Source: an optimization exercise on an open RTL-to-GDS flow (aim: small area and a short achievable clock period). Production flows keep margins and buffers that such runs may drop.
In this exercise RTL edits were held to simulation tests only and were not proved equivalent to the original.
No driver is modelled on the clock port, so clocking that relies on it looks cheaper here than on a real chip.
Power figures rest on the tool's default switching activity, not on a simulated workload.

== job 897 ==
## spu_wb_collector
module spu_wb_collector #(
  parameter int DATA_W   = 128,
  parameter int DEPTH    = 16,
  parameter int STALL_TH = 4,
  localparam int RECW    = DATA_W + 8,
  localparam int AW      = $clog2(DEPTH),
  localparam int CW      = $clog2(DEPTH) + 1
) (
  input  logic              clk,
  input  logic              rst,
  input  logic              wb_valid_ep,
  input  logic [6:0]        wb_rt_addr_ep,
  input  logic [DATA_W-1:0] wb_data_ep,
  input  logic              wb_valid_op,
  input  logic [6:0]        wb_rt_addr_op,
  input  logic [DATA_W-1:0] wb_data_op,
  output logic              out_valid,
  input  logic              out_ready,
  output logic [RECW-1:0]   out_rec,
  output logic [CW-1:0]     count,
  output logic              stall_issue,
  output logic              overflow,
  output logic [15:0]       drop_cnt
);
Size in the first run: roughly 4,900 cells after synthesis, about 2,300 flip-flops, about 440 I/O pins.
Settings: LEC_CHECK=0, CAP_MARGIN=20, CORE_MARGIN=2, CORE_UTILIZATION=60, CTS_CLUSTER_DIAMETER=90, CTS_CLUSTER_SIZE=25, SETUP_SLACK_MARGIN=3.1, SLEW_MARGIN=20, TNS_END_PERCENT=0; clock period 5.5 ns.
standard.sh (not shown) runs the stock make flow with config.mk's settings and CLKGATE_MAP_FILE= SYNTH_SCRIPT=/design/flow/synth_recipe.tcl, a recipe that flattens the netlist after the stock synthesis.
==> flow/flow/run.sh <==
#!/bin/bash
# Standard ORFS layout with two changes:
# - the port buffers buffer_ports inserts are plain buf_1 cells instead of the tool's default
#   pick (a slow delay-buffer cell);
# - before CTS, flow/up_outputs.tcl gives each output port's buffer and the flip-flop driving
#   it a stronger drive (same cell types, larger sizes), which repair_timing does not do itself.
set -euo pipefail
here=$(pwd)
export BUFFER_PORTS_ARGS="-buffer_cell sky130_fd_sc_hd__buf_1"
export PRE_CTS_TCL="$here/flow/up_outputs.tcl"
bash standard.sh finish > flow_standard.log 2>&1
==> flow/flow/up_outputs.tcl <==
# Upsize each output port's buffer and the flip-flop that drives it (drive strength only).
proc my_drv_inst {net} {
  foreach it [$net getITerms] {
    if {[$it isOutputSignal]} { return [$it getInst] }
  }
  return ""
}
set my_db [ord::get_db]
set my_block [ord::get_db_block]
foreach bt [$my_block getBTerms] {
  if {[$bt getIoType] ne "OUTPUT"} { continue }
  set b [my_drv_inst [$bt getNet]]
  if {$b eq ""} { continue }
  set bm [[$b getMaster] getName]
  if {![string match "sky130_fd_sc_hd__buf_*" $bm]} { continue }
  $b swapMaster [$my_db findMaster sky130_fd_sc_hd__buf_2]
  set in_net ""
  foreach it [$b getITerms] {
    if {[$it isInputSignal]} { set in_net [$it getNet] }
  }
  if {$in_net eq ""} { continue }
  set f [my_drv_inst $in_net]
  if {$f eq ""} { continue }
  set fm [[$f getMaster] getName]
  if {[regexp {^(sky130_fd_sc_hd__(dfxtp|dfrtp|dfstp))_[0-9]+$} $fm -> base]} {
    $f swapMaster [$my_db findMaster ${base}_4]
  }
}
In summary, job 897 completed successfully, with a layout that passed the timing, DRC and antenna checks.
Inputs modified between job 897 and job 3725:
- TNS_END_PERCENT: 0 -> 10
- CORE_UTILIZATION: 60 -> 65
[summary]
- The higher share of the final layout cell area in sequential cells came out of job 897.
- Diff job 897 -> job 3725 | setup slack | increase of 46 ps
- Comparing job 897 with job 3725, the wire length of the first global-routing pass came out essentially unchanged.
- Going from job 897 to job 3725, clock buffer instance count of the final layout grew by a few percent.
- NOTE: area of the core region in job 3725 falls short of that of job 897
- [compare] base=job 897 new=job 3725: number of antenna violations at the first check in global routing saw an increase; number of buffers added by the clock tree synthesis step saw little to no change; post-place instance area saw a decrease; DRC violations left saw little to no change; flip-flop and latch count saw little to no change.
- Clock group total power of job 897 is on par with job 3725.
Edits applied to the flow inputs when going from job 3725 to job 2923:
- TNS_END_PERCENT changed from 10 to 0
[summary]
Power density relative to cell area, job 2923 vs job 3725: up slightly
[job 2923 vs job 3725] final non-filler cell area: lower in job 2923
Job 3725 → job 2923: storage element area roughly the same; antenna cell count has decreased; arrival time of the worst setup path up 140 ps; minimum setup slack after placement moved up.

## what the ideal ports hide
The results above use ideal ports. As a check the final layouts listed here were re-extracted and re-timed, cells and wires unchanged.
Step 1 (the two cells are an assumption about what drives the block):
set clk [get_ports {clk}]
set_driving_cell -lib_cell sky130_fd_sc_hd__clkbuf_16 $clk
set_driving_cell -lib_cell sky130_fd_sc_hd__buf_2 [delete_from_list [all_inputs] $clk]
Step 2, shift: input delay + t, output delay - t, t = (earliest + latest rising clock arrival at the registers) / 2. This alone moves slack from input paths to output paths.
Slacks: ideal ports / drivers / drivers and shift; pairs: ideal ports / drivers.
| run | shift t [ns] | setup WS [ns] | hold WS [ns] | worst setup path at the end | worst slew at a driven data input, ns |
|---|---|---|---|---|---|
| job 897 | 0.837 | 2.753 / 2.753 / 1.995 | 0.442 / 0.393 / 0.442 | input to register | 0.18 |
| job 3725 | 0.845 | 2.799 / 2.742 / 1.897 | 0.333 / 0.266 / 0.471 | input to register | 0.28 |
| job 2923 | 0.825 | 2.809 / 2.809 / 2.046 | 0.372 / 0.307 / 0.475 | input to register | 0.21 |
After both steps setup and hold are still met in every run listed. For job 3725, which loses most, drivers alone change the setup slack by -0.057 ns; drivers and shift together by -0.902 ns.
